Background: an optimization exercise with open tools, aiming at small area. Do not read the settings as production practice. Only the layout flow was run in this run; the RTL was not checked for function there. Power is estimated from default activity; no workload was simulated.

--- flow/config.mk ---
export PLATFORM = sky130hd
export DESIGN_NAME = npu_ctrl
export DESIGN_NICKNAME = npu_ctrl
export VERILOG_FILES = /design/flow/design.v
export SDC_FILE = /design/flow/constraint.sdc
export NUM_CORES = 4
export LEC_CHECK = 0
export CAP_MARGIN = 20
export CORE_MARGIN = 2
export CORE_UTILIZATION = 40
export SLEW_MARGIN = 20
export SYNTH_HIERARCHICAL = 1
export SYNTH_MINIMUM_KEEP_SIZE = 0
--- flow/constraint.sdc ---
create_clock -name core_clock -period 20.0 [get_ports {clk}]
set_input_delay 4.0000 -clock core_clock [delete_from_list [all_inputs] [get_ports {clk}]]
set_output_delay 4.0000 -clock core_clock [all_outputs]
set_load 0.01 [all_outputs]
--- flow/design.v ---
module npu_ctrl #(
    parameter int unsigned N     = 4,
    parameter int unsigned KTAPS = 3
) (
    input  logic        clk,
    input  logic        rst_n,
    input  logic        npu_start_matrix_mul,
    input  logic        npu_start_conv,
    output logic        npu_done,
    output logic        busy,
    input  logic [63:0] a_base,
    input  logic [63:0] b_base,
    input  logic [63:0] c_base,
    output logic        mem_req,
    output logic        mem_we,
    output logic [63:0] mem_addr,
    output logic [63:0] mem_wdata,
    input  logic        mem_ready,
    input  logic        mem_rvalid,
    input  logic [63:0] mem_rdata
);
    localparam logic [1:0] S_IDLE = 2'd0, S_RUN = 2'd1, S_WR = 2'd2, S_FIX = 2'd3;
    logic [1:0]  st_q;
    logic        conv_q;         
    logic [3:0]  e_q;            
    logic [5:0]  t_q;            
    logic [2:0]  p_q;            
    logic [1:0]  out_q;          
    logic        bit0_q, bit1_q;  
    logic [63:0] acc_q;
    logic        cy_q;           
    logic [63:0] ab_q, bb_q, cb_q;
    wire run  = (st_q == S_RUN);
    wire wr   = (st_q == S_WR);
    wire idle = (st_q == S_IDLE);
    wire       ty_r     = p_q[2] ? p_q[0] : p_q[1];
    wire       p_last   = conv_q ? (p_q == 3'd5) : (p_q == 3'd7);
    wire [2:0] p_next   = p_last ? 3'd0 : p_q + 3'd1;
    wire       resp_end = p_last & (t_q == 6'd63);
    wire       o        = out_q[0];
    wire [2:0] p_i      = o ? p_next : p_q;
    wire       ty_i     = p_i[2] ? p_i[0] : p_i[1];
    wire [1:0] k_i      = p_i[2] ? {1'b1, p_i[1]} : {1'b0, p_i[0]};
    wire       rd_req   = run & ~out_q[1] & ~(o & resp_end);
    wire [1:0] ei = e_q[3:2];
    wire [1:0] ej = e_q[1:0];
    logic [3:0] off;
    always_comb begin
        if (wr)        off = conv_q ? {2'b00, ei} : e_q;
        else if (ty_i) off = conv_q ? {2'b00, ei} + {2'b00, k_i} : {ei, k_i};
        else           off = conv_q ? {2'b00, k_i} : {k_i, ej};
    end
    wire sel_c = wr;
    wire sel_a = ~wr & ty_i;
    wire sel_b = ~wr & ~ty_i;
    logic [7:3] acy;
    assign acy[3] = 1'b0;
    for (genvar b = 0; b < 7; b++) begin : g_addr
        wire m = (sel_a & ab_q[b]) | (sel_b & bb_q[b]) | (sel_c & cb_q[b]);
        if (b < 3) begin : g_lo
            assign mem_addr[b] = m;
        end else begin : g_off
            assign mem_addr[b] = m ^ off[b-3] ^ acy[b];
            assign acy[b+1]    = (m & off[b-3]) | (acy[b] & (m ^ off[b-3]));
        end
    end
    logic [7:0] gcy;
    assign gcy[0] = acy[7];
    for (genvar g = 0; g < 7; g++) begin : g_inc
        wire all1;
        npu_ctrl_agrp u_agrp (
            .a  (ab_q[8*g+14:8*g+7]), .b (bb_q[8*g+14:8*g+7]), .c (cb_q[8*g+14:8*g+7]),
            .sa (sel_a), .sb (sel_b), .sc (sel_c),
            .ci (gcy[g]),
            .s  (mem_addr[8*g+14:8*g+7]),
            .p  (all1)
        );
        assign gcy[g+1] = gcy[g] & all1;
    end
    assign mem_addr[63] = ((sel_a & ab_q[63]) | (sel_b & bb_q[63]) | (sel_c & cb_q[63])) ^ gcy[7];
    assign mem_req   = rd_req | wr;
    assign mem_we    = wr;
    assign mem_wdata = acc_q;
    assign busy      = ~idle;
    wire e_last = (ei == 2'd3) & (conv_q | (ej == 2'd3));
    assign npu_done = wr & mem_ready & e_last;
    wire rsp = run & mem_rvalid;
    wire dbl = rsp & (p_q == 3'd1);
    wire add = rsp & ty_r & ((p_q == 3'd3) ? bit1_q : bit0_q);
    wire [63:0] addend = ({64{dbl}} & acc_q) | ({64{add}} & mem_rdata);
    logic [64:0] cy;
    logic [63:0] sum;
    for (genvar b = 0; b < 64; b++) begin : g_fa
        npu_ctrl_fa u_fa (
            .a  (acc_q[b]),
            .b  (addend[b]),
            .ci ((b == 0) ? 1'b0 : (b == 32) ? cy_q : cy[b]),
            .s  (sum[b]),
            .co (cy[b+1])
        );
    end
    assign cy[0] = 1'b0;
    wire bsel = mem_rdata[6'd63 - t_q];
    always_ff @(posedge clk) begin
        acc_q <= sum;
        cy_q  <= cy[32];
        if (rsp & ~ty_r) begin
            if (p_q == 3'd1) bit1_q <= bsel;
            else             bit0_q <= bsel;
        end
        if (idle) begin
            ab_q   <= a_base;
            bb_q   <= b_base;
            cb_q   <= c_base;
            conv_q <= ~npu_start_matrix_mul;
        end
    end
    always_ff @(posedge clk or negedge rst_n) begin
        if (!rst_n) begin
            st_q  <= S_IDLE;
            e_q   <= 4'd0;
            t_q   <= 6'd0;
            p_q   <= 3'd0;
            out_q <= 2'd0;
        end else begin
            out_q <= out_q + {1'b0, rd_req & mem_ready} - {1'b0, rsp};
            if (rsp) begin
                p_q <= p_next;
                if (p_last) t_q <= t_q + 6'd1;
            end
            unique case (st_q)
                S_IDLE: if (npu_start_matrix_mul || npu_start_conv) st_q <= S_RUN;
                S_RUN:  if (rsp && resp_end) st_q <= S_FIX;
                S_FIX:  st_q <= S_WR;
                S_WR: begin
                    if (mem_ready) begin
                        e_q  <= e_q + (conv_q ? 4'd4 : 4'd1);
                        st_q <= e_last ? S_IDLE : S_RUN;
                    end
                end
                default: st_q <= S_IDLE;
            endcase
        end
    end
endmodule
module npu_ctrl_fa (
    input  logic a,
    input  logic b,
    input  logic ci,
    output logic s,
    output logic co
);
    assign s  = a ^ b ^ ci;
    assign co = (a & b) | (ci & (a ^ b));
endmodule
module npu_ctrl_agrp (
    input  logic [7:0] a,
    input  logic [7:0] b,
    input  logic [7:0] c,
    input  logic       sa,
    input  logic       sb,
    input  logic       sc,
    input  logic       ci,
    output logic [7:0] s,
    output logic       p
);
    wire  [7:0] m = ({8{sa}} & a) | ({8{sb}} & b) | ({8{sc}} & c);
    logic [8:0] cy;
    assign cy[0] = ci;
    for (genvar i = 0; i < 8; i++) begin : g_bit
        assign s[i]    = m[i] ^ cy[i];
        assign cy[i+1] = m[i] & cy[i];
    end
    assign p = &m;
endmodule
--- flow/flow/run.sh ---
#!/bin/bash
set -euo pipefail
bash standard.sh \
  "BUFFER_PORTS_ARGS=-buffer_cell sky130_fd_sc_hd__buf_1" \
  "CTS_ARGS=-sink_clustering_enable -repair_clock_nets -dont_use_dummy_load -sink_clustering_size 28 -sink_clustering_max_diameter 120 -buf_list {sky130_fd_sc_hd__clkbuf_16}" \
  finish > standard_flow.log 2>&1
--- flow/standard.sh ---
#!/bin/bash
# synth_recipe.tcl (not shown) runs the flow's synth.tcl, then flattens the netlist and writes it again
# the make line also repeats each setting of config.mk as NAME=value (left out here)
make -C /OpenROAD-flow-scripts/flow DESIGN_CONFIG=/design/flow/config.mk WORK_HOME=/design/flow/orfs CLKGATE_MAP_FILE= SYNTH_SCRIPT=/design/flow/synth_recipe.tcl "${@:-finish}"
==> notes.md <==
[state kept, by name, summed over array words and instances, names as in the netlist]
signal / count
bb_q: 64
conv_q: 1
st_q: 2
bit0_q: 1
e_q: 4
out_q: 2
acc_q: 64
cy_q: 1
cb_q: 64
t_q: 6
ab_q: 64
p_q: 3
bit1_q: 1
[layout by cell type (no fill, tap or decap), drive strengths merged, types with 3 or more instances in the layout]
cell type and count:
and3 4, mux2 4, a211oi 7, mux4 16
nor3 5, o21ai 11, a21oi 15, o31ai 5
nand3 8, a31oi 8, or4 14, nand2b 6
edfxtp 195, a22o 65, a222oi 56, dfrtp 17
dfxtp 65, nand4 4, mux2i 3, and2 7
ha 61, inv 72, nand3b 3, buf 400
or2 4, clkbuf 14, nand2 19, xor2 4
a22oi 4, fa 68, xnor2 16, nor2 25
diode 3
[through the flow]
stage | setup slack, ns | instance area (µm²) | power (mW) | hold slack, ns
final | 2.47 | 15100 | 2.32 | 0.500
after floorplan | 2.70 | 12900 | 1.63 | 0.446
after global routing | 2.07 | 15100 | 2.52 | 0.550
after global placement | 2.26 | 14700 | 2.04 | 0.478
after detailed placement | 2.00 | 14700 | 2.06 | 0.484
after CTS | 2.50 | 15100 | 2.36 | 0.504
[per-module statistics from Yosys (local to each module, per instance)]
module	copies in the design	cells inside	flip-flops and latches	area [µm²]
npu_ctrl	1	591	277	10000
npu_ctrl_fa	64	1	0	20.0
npu_ctrl_agrp	7	28	0	231
[report_power, final]
group | switching, mW | internal (mW)
Sequential | 0.111 | 0.705
Clock | 0.172 | 0.118
Combinational | 0.759 | 0.456
Total | 1.04 | 1.28
[final cells by class]
cell class              count  area (µm²)  share of cell area
diodes                      3        7.51            0.000498
repair buffers            401        1540               0.102
flip-flops and latches    277        7580               0.503
multi-input cells         457        4840               0.321
clock buffers              13         325              0.0216
well taps                 402         503              0.0334
inverters                  72         275              0.0183
[cells by family after synthesis]
| kind of cell | Yosys count | share of synthesized area |
|---|---|---|
| adders and majority gates | 129 | 0.165 |
| buffers and inverters | 117 | 0.0385 |
| xor gates and xnor gates | 20 | 0.0136 |
| and+or+nand+nor | 102 | 0.0422 |
| AOI/OAI and AO/OA | 182 | 0.120 |
| DFF | 277 | 0.587 |
| muxes | 23 | 0.0337 |
| other | 1 | 0.000290 |
[path summary, 6_finish.rpt]
| path | from | to | slack (ns) | cells past startpoint |
|---|---|---|---|---|
| worst max register to register | p_q[1] | acc_q[31] | 5.40 | 37 |
| min in group asynchronous | rst_n | t_q[2] | 3.42 | 1 |
| worst min-delay path | out_q[1] | out_q[1] | 0.50 | 1 |
| max in group asynchronous | rst_n | t_q[0] | 16.23 | 1 |
| worst max-delay path | mem_rvalid | acc_q[31] | 2.47 | 37 |
| worst min register to register | out_q[1] | out_q[1] | 0.50 | 1 |
[metal layers]
metal | vias to the layer above | wire [µm] | GRT usage
met2 | 378 | 16300 | 0.329
met1 | 4348 | 13800 | 0.255
li1 | 4027 | - | -
met3 | 39 | 3290 | 0.0511
met4 | 0 | 728 | 0.0499
met5 | - | 0 | 0
[worst max-delay path, delay by kind of cell]
kind / cells / cell delay (ns)
AO/OA/AOI/OAI: 1 / 0.29
buffers and inverters: 2 / 0.19
adder cells (fa/ha/maj): 32 / 12.74
AND/OR/NAND/NOR: 2 / 0.66
==> impl_metrics.env <==
export IMPL_cts_buffers=13
export IMPL_grt_pass1_vias=8910
export IMPL_arrival_ns=17.88
export IMPL_clk_latency_ns=0.51
export IMPL_cts_tree="built"
export IMPL_ys_warn_count=7
export IMPL_gp_congestion=0.859
export IMPL_dieHeight_um=184
export IMPL_drtPass1Iterations=8
export IMPL_ys_types=55
export IMPL_grt_pass1_wl_mm=50.8
export IMPL_crit_type="in2reg"
export IMPL_rsz0062_at_grt="false"
export IMPL_placed_cells=1609
export IMPL_worst_path_max_delay_cell="fa_1"
export IMPL_area_growth_pct=16.7
export IMPL_maxCapViolCount=0
export IMPL_cts_hold_buffers=0
export IMPL_synth_area_um2=12900
export IMPL_post_cts_resized=0
export IMPL_crit_fanout=35
export IMPL_dpl_hpwl_mm=25.6
export IMPL_finalSetupViolCount=0
export IMPL_portBuffers=393
export IMPL_period_minus_slack_ns=17.53
export IMPL_vias=8792
export IMPL_synth_top_area_frac=0.454
export IMPL_drive_above_1_share=0.0459
export IMPL_antenna_found_initial=3
export IMPL_root_buffer="clkbuf_16"
export IMPL_status="timing/DRC/antenna clean"
export IMPL_critPathMaxStageDelay_ns=0.46
export IMPL_synth_edf_count=195
export IMPL_clk_pin_slew_ns=0.11
export IMPL_setup_tns_ns=0
export IMPL_post_synth_top_count_cell="edfxtp_1"
export IMPL_io_pin_count=394
export IMPL_grt_overflow=0
export IMPL_num_nets_final=1613
export IMPL_max_clock_freq_mhz=57.0
export IMPL_synth_seq_cells=277
export IMPL_postRouteAntennaNets=0
export IMPL_final_period_utilization=0.877
export IMPL_rows=65
export IMPL_post_cts_setup_buffers=0
export IMPL_tightest_slew_ns=0.946
export IMPL_worstPathRequired_ns=20.35
export IMPL_dieWidth_um=184
export IMPL_start_util=0.408
export IMPL_grtUsageTotal=0.197
export IMPL_htreeDepth=1
export IMPL_synth_seq_area_share=0.587
export IMPL_p_per_area_nw_per_um2=154
export IMPL_clock_sinks=277
export IMPL_clockBufferDepth=3
export IMPL_synth_area_leaders="edfxtp_1 (45%), fa_1 (11%), dfxtp_1 (10%), ha_1 (5.9%), a22o_1 (4.4%)"
export IMPL_final_cells=1625
export IMPL_syn_num_nets=1242
export IMPL_fin_worst_skew_ns=0.0405
export IMPL_drt_iter0_drc=791
export IMPL_slew_headroom=0.369
export IMPL_yosysTopAreaCell="edfxtp_1"
export IMPL_wl_per_cell_um=21.0
export IMPL_vias_per_cell=5.41
export IMPL_wl_mm=34.1
export IMPL_ir_worst_vdd_uv=138
export IMPL_drc_errors=0
export IMPL_synthCells=851
export IMPL_grt_max_degree=72
export IMPL_synth_flop_cell="edfxtp_1"
export IMPL_worst_setup_path_start_kind="primary input"
export IMPL_final_util=0.476
export IMPL_min_path_type="reg2reg"
export IMPL_end_kind="flip-flop"
export IMPL_core_area_um2=31600
export IMPL_crit_top_cell="fa_1"
export IMPL_async_reset_ff_frac=0.0614
export IMPL_yosys_top_cells_count="edfxtp_1 (195), inv_1 (71), fa_1 (68)"
export IMPL_hold_viol=0
export IMPL_syn_avg_cell_area_um2=15.2
export IMPL_nFillCells=2914
export IMPL_drv_slew=0
export IMPL_leakage_nw=5.57
export IMPL_die_area_um2=33700

[re-timing with driven ports]
The results above use ideal ports. As a check the final layout listed here was re-extracted and re-timed, cells and wires unchanged. Step 1: set_driving_cell puts a clkbuf_16 on clk and a buf_2 on each other input, an assumption about the parent block. Step 2, shift: input delay + t, output delay - t, t = (earliest + latest rising clock arrival at the registers) / 2. This alone moves slack from input paths to output paths. Three values: ideal, step 1, step 2; two values: the first two.
t, ns: 0.534
setup WS [ns]: 2.467 / 2.472 / 1.938
slew at the worst register clock pin (ns): 0.11 / 0.11
pins driven straight from the clock port: 1
After both steps this run still meets setup and hold. For this run, drivers alone change the setup slack by +0.005 ns; drivers and shift together by -0.529 ns.
